This is an optimization exercise on Yosys and OpenROAD, whose aim is small area, not a production implementation.
Function was checked by simulation only, so behaviour that the tests miss may differ from the original.
Power is estimated from default activity; no workload was simulated.

`run.sh`:
```
#!/bin/bash
# synth_recipe.tcl (not shown) runs the flow's synth.tcl, then flattens the netlist and writes it again
# the make line also repeats each setting of config.mk as NAME=value (left out here)
make -C /OpenROAD-flow-scripts/flow DESIGN_CONFIG=/design/flow/config.mk WORK_HOME=/design/flow/orfs CLKGATE_MAP_FILE= SYNTH_SCRIPT=/design/flow/synth_recipe.tcl finish
```
`config.mk`:
```
export PLATFORM = sky130hd
export DESIGN_NAME = voq_fifo
export DESIGN_NICKNAME = voq_fifo
export VERILOG_FILES = /design/flow/design.v
export SDC_FILE = /design/flow/constraint.sdc
export NUM_CORES = 4
export LEC_CHECK = 0
export CAP_MARGIN = 20
export CORE_MARGIN = 2
export CORE_UTILIZATION = 45
export SLEW_MARGIN = 20
```
`constraint.sdc`:
```
create_clock -name core_clock -period 4.0 [get_ports {clk}]
set_input_delay 0.8000 -clock core_clock [delete_from_list [all_inputs] [get_ports {clk}]]
set_output_delay 0.8000 -clock core_clock [all_outputs]
set_load 0.01 [all_outputs]
```
`design.v`:
```
module voq_fifo #(
  parameter int DATA_W = 33,
  parameter int DEPTH  = 16,
  parameter int N_CH   = 4,
  localparam int AW = $clog2(DEPTH),
  localparam int CW = $clog2(N_CH)
) (
  input  logic                     clk,
  input  logic                     rst_n,
  input  logic                     wr_en,
  input  logic [CW-1:0]            wr_ch,
  input  logic [DATA_W-1:0]        wr_data,
  input  logic                     rd_en,
  input  logic [CW-1:0]            rd_ch,
  output logic [DATA_W-1:0]        rd_data,
  output logic                     rd_valid,
  output logic [N_CH-1:0]          full,
  output logic [N_CH-1:0]          empty,
  output logic [N_CH*(AW+1)-1:0]   count,
  output logic [N_CH-1:0]          ovf,
  output logic [N_CH-1:0]          udf,
  input  logic                     err_clr
);
  localparam logic [AW:0]   FULL_CNT = (AW+1)'(DEPTH);
  localparam logic [AW:0]   CNT_ONE  = (AW+1)'(1);
  localparam logic [AW-1:0] PTR_ONE  = AW'(1);
  logic [DATA_W-1:0] mem_q [N_CH][DEPTH];
  logic [AW-1:0]     wr_ptr_q [N_CH];
  logic [AW-1:0]     wr_ptr_d [N_CH];
  logic [AW-1:0]     rd_ptr_q [N_CH];
  logic [AW-1:0]     rd_ptr_d [N_CH];
  logic [AW:0]       cnt_q    [N_CH];
  logic [AW:0]       cnt_d    [N_CH];
  logic [DATA_W-1:0] rd_data_q, rd_data_d;
  logic              rd_valid_q, rd_valid_d;
  logic [N_CH-1:0]   ovf_q, ovf_d;
  logic [N_CH-1:0]   udf_q, udf_d;
  logic              push_ok, pop_ok;
  logic [N_CH-1:0]   push_vec, pop_vec;
  always_comb begin
    pop_ok   = rd_en && (cnt_q[rd_ch] != '0);
    push_ok  = wr_en && ((cnt_q[wr_ch] != FULL_CNT) || (pop_ok && (rd_ch == wr_ch)));
    push_vec = '0;
    pop_vec  = '0;
    if (push_ok) push_vec[wr_ch] = 1'b1;
    if (pop_ok)  pop_vec[rd_ch]  = 1'b1;
  end
  always_comb begin
    for (int c = 0; c < N_CH; c++) begin
      wr_ptr_d[c] = wr_ptr_q[c];
      rd_ptr_d[c] = rd_ptr_q[c];
      cnt_d[c]    = cnt_q[c];
      if (push_vec[c]) wr_ptr_d[c] = wr_ptr_q[c] + PTR_ONE;
      if (pop_vec[c])  rd_ptr_d[c] = rd_ptr_q[c] + PTR_ONE;
      case ({push_vec[c], pop_vec[c]})
        2'b10:   cnt_d[c] = cnt_q[c] + CNT_ONE;
        2'b01:   cnt_d[c] = cnt_q[c] - CNT_ONE;
        default: cnt_d[c] = cnt_q[c];
      endcase
    end
    rd_valid_d = pop_ok;
    rd_data_d  = pop_ok ? mem_q[rd_ch][rd_ptr_q[rd_ch]] : rd_data_q;
    ovf_d = err_clr ? '0 : ovf_q;
    udf_d = err_clr ? '0 : udf_q;
    if (wr_en && !push_ok) ovf_d[wr_ch] = 1'b1;
    if (rd_en && !pop_ok)  udf_d[rd_ch] = 1'b1;
  end
  always_ff @(posedge clk or negedge rst_n) begin
    if (!rst_n) begin
      for (int c = 0; c < N_CH; c++) begin
        wr_ptr_q[c] <= '0;
        rd_ptr_q[c] <= '0;
        cnt_q[c]    <= '0;
      end
      rd_data_q  <= '0;
      rd_valid_q <= 1'b0;
      ovf_q      <= '0;
      udf_q      <= '0;
    end else begin
      for (int c = 0; c < N_CH; c++) begin
        wr_ptr_q[c] <= wr_ptr_d[c];
        rd_ptr_q[c] <= rd_ptr_d[c];
        cnt_q[c]    <= cnt_d[c];
      end
      rd_data_q  <= rd_data_d;
      rd_valid_q <= rd_valid_d;
      ovf_q      <= ovf_d;
      udf_q      <= udf_d;
    end
  end
  always_ff @(posedge clk) begin
    if (push_ok) mem_q[wr_ch][wr_ptr_q[wr_ch]] <= wr_data;
  end
  always_comb begin
    for (int c = 0; c < N_CH; c++) begin
      full[c]                  = (cnt_q[c] == FULL_CNT);
      empty[c]                 = (cnt_q[c] == '0);
      count[c*(AW+1) +: AW+1]  = cnt_q[c];
    end
  end
  assign rd_data  = rd_data_q;
  assign rd_valid = rd_valid_q;
  assign ovf      = ovf_q;
  assign udf      = udf_q;
endmodule
```
==> impl_results.md <==
* Outcome: no timing/DRC/antenna violations
* Top delay family on crit path: simple AND/OR/NAND/NOR gates
* Adder-cell share of the synthesized area at 0.00438
* Max-cap viol count at 0
* First-pass GRT wire length at 392 mm
* Number of global-route vias before repair at just over 50000
* Final instance area at 104000 sq um
* Critical Path End: rd_data_q[13]
* Synth top area share at 0.731
* Async SR Flop Fraction at 0.0426
* Yosys warns at 7
* Util after Layout at 0.541
* Pwr dens at around 680 nW/um^2
* Initial DRC Count at 7143
* Critical path type: primary input to flop
* DR WL/cell at 32.2 microns
* Cells after DPL at ~8300
* Total grt overflow at 0
* Buffer and inverter count on the worst path at 5
* Reg2reg start: cnt_q[0][2]
* Simple-gate area share of the yosys netlist at 0.0731
* Crit path depth at 11
* R2R depth at 12
* Area Overhead vs Synth at 19.7%
* LEAKAGE at about 0.035 uW
* All-layer global routing usage at 0.282
* Largest net degree at the start of global routing at 65
* TritonCTS Buffers at 213
* Post-synth EDFFs at 2112
* Critical path data required time at just under 5000 ps
* Share of cells above drive strength 1 at 0.199
* Avg Cell Area, Syn at 16.2 sq um
* Class of the worst hold path: primary input to flop
* Mux cell area share after synthesis at 0.0604
* Crit start category: primary input
* Post-synthesis sequential area ratio at 0.758
* Top_reg_cell synth: edfxtp_1
* FF+latch count, synth at 2206
* Post-synthesis cell type count at 71
* Final Hold Violating Endpoints at 0
* CTS root buf: clkbuf_16
* Endpoint class of the critical path: flop
* Core footprint at roughly 190000 sq um
* Post-synthesis cell count at 5359
* VDD IR max at slightly below 500 uV
* CTS tree: yes
* Most common cell on crit path: buf_4
* Worst-skew pair later-pin latency at between 800 and 900 ps
* # rows at about 160
* Total number of vias at about 53000
* Starting density of the core at 0.452
* Skew final at 54.9 ps
* Synth Net Count at around 5400
* Synth top area cells: edfxtp_1, mux4_2, nand2_1, dfrtp_1, a211oi_1
* Clock Sink Count at 2206
* Chip width at 443 microns
* Crit-path slowest cell: nor2_1
* RSZ-0062 raised after global routing: false
* Worst-Margin Slew at 1080 ps
* Worst slew margin at 0.281
* Non-filler cells, final at about 8700
* Max FO, Critical Path at 9
* Post-DP HPWL at ~180 mm
* Cell Area, Synth at 86800 sq um
* 1st-pass router iterations at 7
* Count leader, synth: edfxtp_1
* Largest family of logic cells by synthesized area: compound AO/OA/AOI/OAI gates
* Complex-gate fraction of the synthesized area at 0.0796
* Worst hold start: wr_data[22]
* # Post-CTS Setup Buffers at 0
* R2r setup slk at 370 ps
* Synth Area in XOR/XNOR at 0.00424
* Top cells by count, synth: edfxtp_1, nand2_1, a211oi_1, mux2i_1, nor2b_1
* Clock Path Buffers at 3
* Ports at 112
* CP arrival at ~4500 ps
* GP Congestion at 0.869
* WL final at 279 mm
* Die area at 196000 sq um
* Die height at 443 microns
* Number of slew-limit violations in the final report at 0
* IO buf count at 111
* Max stage delay on crit path at ~800 ps
* Initial antenna violation count at 8
* R2R Path End: rd_data_q[26]
* F_max at 272 MHz
* Fin crit period at 3680 ps
* CP startpoint: rd_ch[1]
* Vias/cell at 6.14
* Cell breakdown of the critical path: clkdlybuf4s50_1 -> buf_4 -> buf_4 -> nand2_1 -> nor2_1 -> nand2_1 -> buf_4 -> buf_4 -> a311o_1 -> o2111ai_1 -> o32a_1
* Area post-placement at 96800 sq um
* H-tree depth at 4
* Antenna-violating nets left at 0
* Post-route DRC violation count at 0
* Fin nets at approximately 6000
* Endpoints failing setup at 0
* Clk slew on worst S/H paths at 60 ps
* Fin crit share at 0.920
* Top cell type by total area after synthesis: edfxtp_1
==> cells in the final DEF, fill, tap and decap left out, types with 28 or more instances in the layout <==
cell | Yosys | layout
buf_12 | 0 | 191
clkbuf_1 | 119 | 47
clkdlybuf4s50_1 | 0 | 76
a32oi_1 | 45 | 45
nor2b_1 | 152 | 151
o21ai_0 | 120 | 120
mux2i_1 | 162 | 161
and3_1 | 42 | 42
nand4_1 | 28 | 28
edfxtp_1 | 2112 | 2112
nor2_4 | 0 | 67
mux4_2 | 139 | 136
o22ai_1 | 36 | 36
nor2_1 | 121 | 55
mux2_2 | 39 | 37
clkinv_1 | 0 | 53
dfrtp_1 | 94 | 94
nand2_1 | 801 | 800
a21oi_1 | 128 | 128
nand3_1 | 117 | 117
a31oi_1 | 108 | 108
a311oi_1 | 57 | 57
clkinv_2 | 0 | 44
a211oi_1 | 239 | 239
a221oi_1 | 75 | 75
and2_1 | 71 | 70
buf_4 | 17 | 442
clkbuf_16 | 0 | 214
==> flip-flops by register name, summed over array words and instances (netlist names) <==
signal / flops
wr_ptr_q: 16
mem_q: 2112
rd_valid_q: 1
rd_data_q: 33
rd_ptr_q: 16
cnt_q: 20
udf_q: 4
ovf_q: 4
==> worst min-delay path by stage <==
stage                      to  slack (ps)  depth (start not counted)
2_1_floorplan  wr_ptr_q[3][2]         460                          1
3_3_place_gp   wr_ptr_q[1][2]         480                          1
3_5_place_dp   wr_ptr_q[0][3]         490                          1
4_1_cts         mem_q[16][22]         360                          1
5_1_grt         mem_q[21][22]         430                          1
6_report        mem_q[18][22]         410                          1
==> worst reg2reg max path: stages, from the launching register on <==
cell and delay, ps:
dfrtp_1 430, nor4_1 420, nor2b_1 290, mux4_2 290
buf_4 110, nand2b_1 400, buf_4 410, clkinv_2 350
buf_12 290, buf_4 210, buf_4 150, nor2_1 90
a31oi_1 60
==> kinds of logic (layout without fill, tap and decap cells) <==
kind of cell,count (synthesis),after routing
compound gates,967,967
simple gates,1402,1402
other cells,0,1
xor+xnor,42,42
fa+ha+maj,28,28
flops,2206,2206
mux,342,342
buf+inv,372,1158
==> report_power, final <==
group	leakage [uW]	switching, uW	internal, uW
clock	0.00343	8890	11500
sequential	0.0201	736	26300
combinational	0.0111	14200	9320
==> through the flow <==
step	power [uW]	setup TNS, ps	setup slack (ps)	hold WS, ps
after global routing	73400	0	159	434
final	71000	0	321	406
after floorplan	39800	-648810	-336	461
after global placement	50700	-5460	-412	485
after detailed placement	50900	-6740	-487	490
after CTS	71100	0	340	363
==> final cells by class <==
cell class                      instances  area (sq um)
Inverter                               26          98.8
Antenna cell                            1          2.50
Sequential cell                      2206         65800
Fill cell                           15400         88300
Clock buffer                          265          5590
Tap cell                             2526          3160
Multi-Input combinational cell       2781         19800
Clock inverter                        142          1480
Timing Repair Buffer                  725          7990
==> timing repair <==
action	CTS	global route
setup endpoints to repair	0	0
endpoints found under the hold margin	37	0
resized for setup	0	0
hold buffers	1	0
==> metal layers <==
layer	global-route usage	share of wire
met1	0.390	0.39
met2	0.450	0.47
met3	0.0489	0.097
met4	0.107	0.042
met5	0	0

## port drivers added, routing unchanged
No port has a modelled driver above. Below, the same layout with a new extraction and two added sets of constraints. Step 1, drivers: a clkbuf_16 drives clk and a buf_2 each remaining input, both assumed. Step 2 adds t to the input delays and takes it off the output delays; t is the mean of the earliest and latest rising clock arrival at the registers after step 1. Input paths then give back, and output paths get back, about the clock's delay inside the block. Three values: ideal ports, drivers, drivers and shift; two values: the first two.
t, ns: 0.948
slack for setup (ns): 0.321 / 0.369 / -0.567
worst setup path after step 2: input to register
latest minus earliest clock arrival (ns): 0.055 / 0.055
worst data-port slew with drivers (ns): 0.23
Met with ideal ports but missed after step 2: setup timing in this run. The setup slack of this run moves by +0.048 ns with the drivers and by -0.888 ns with both steps.
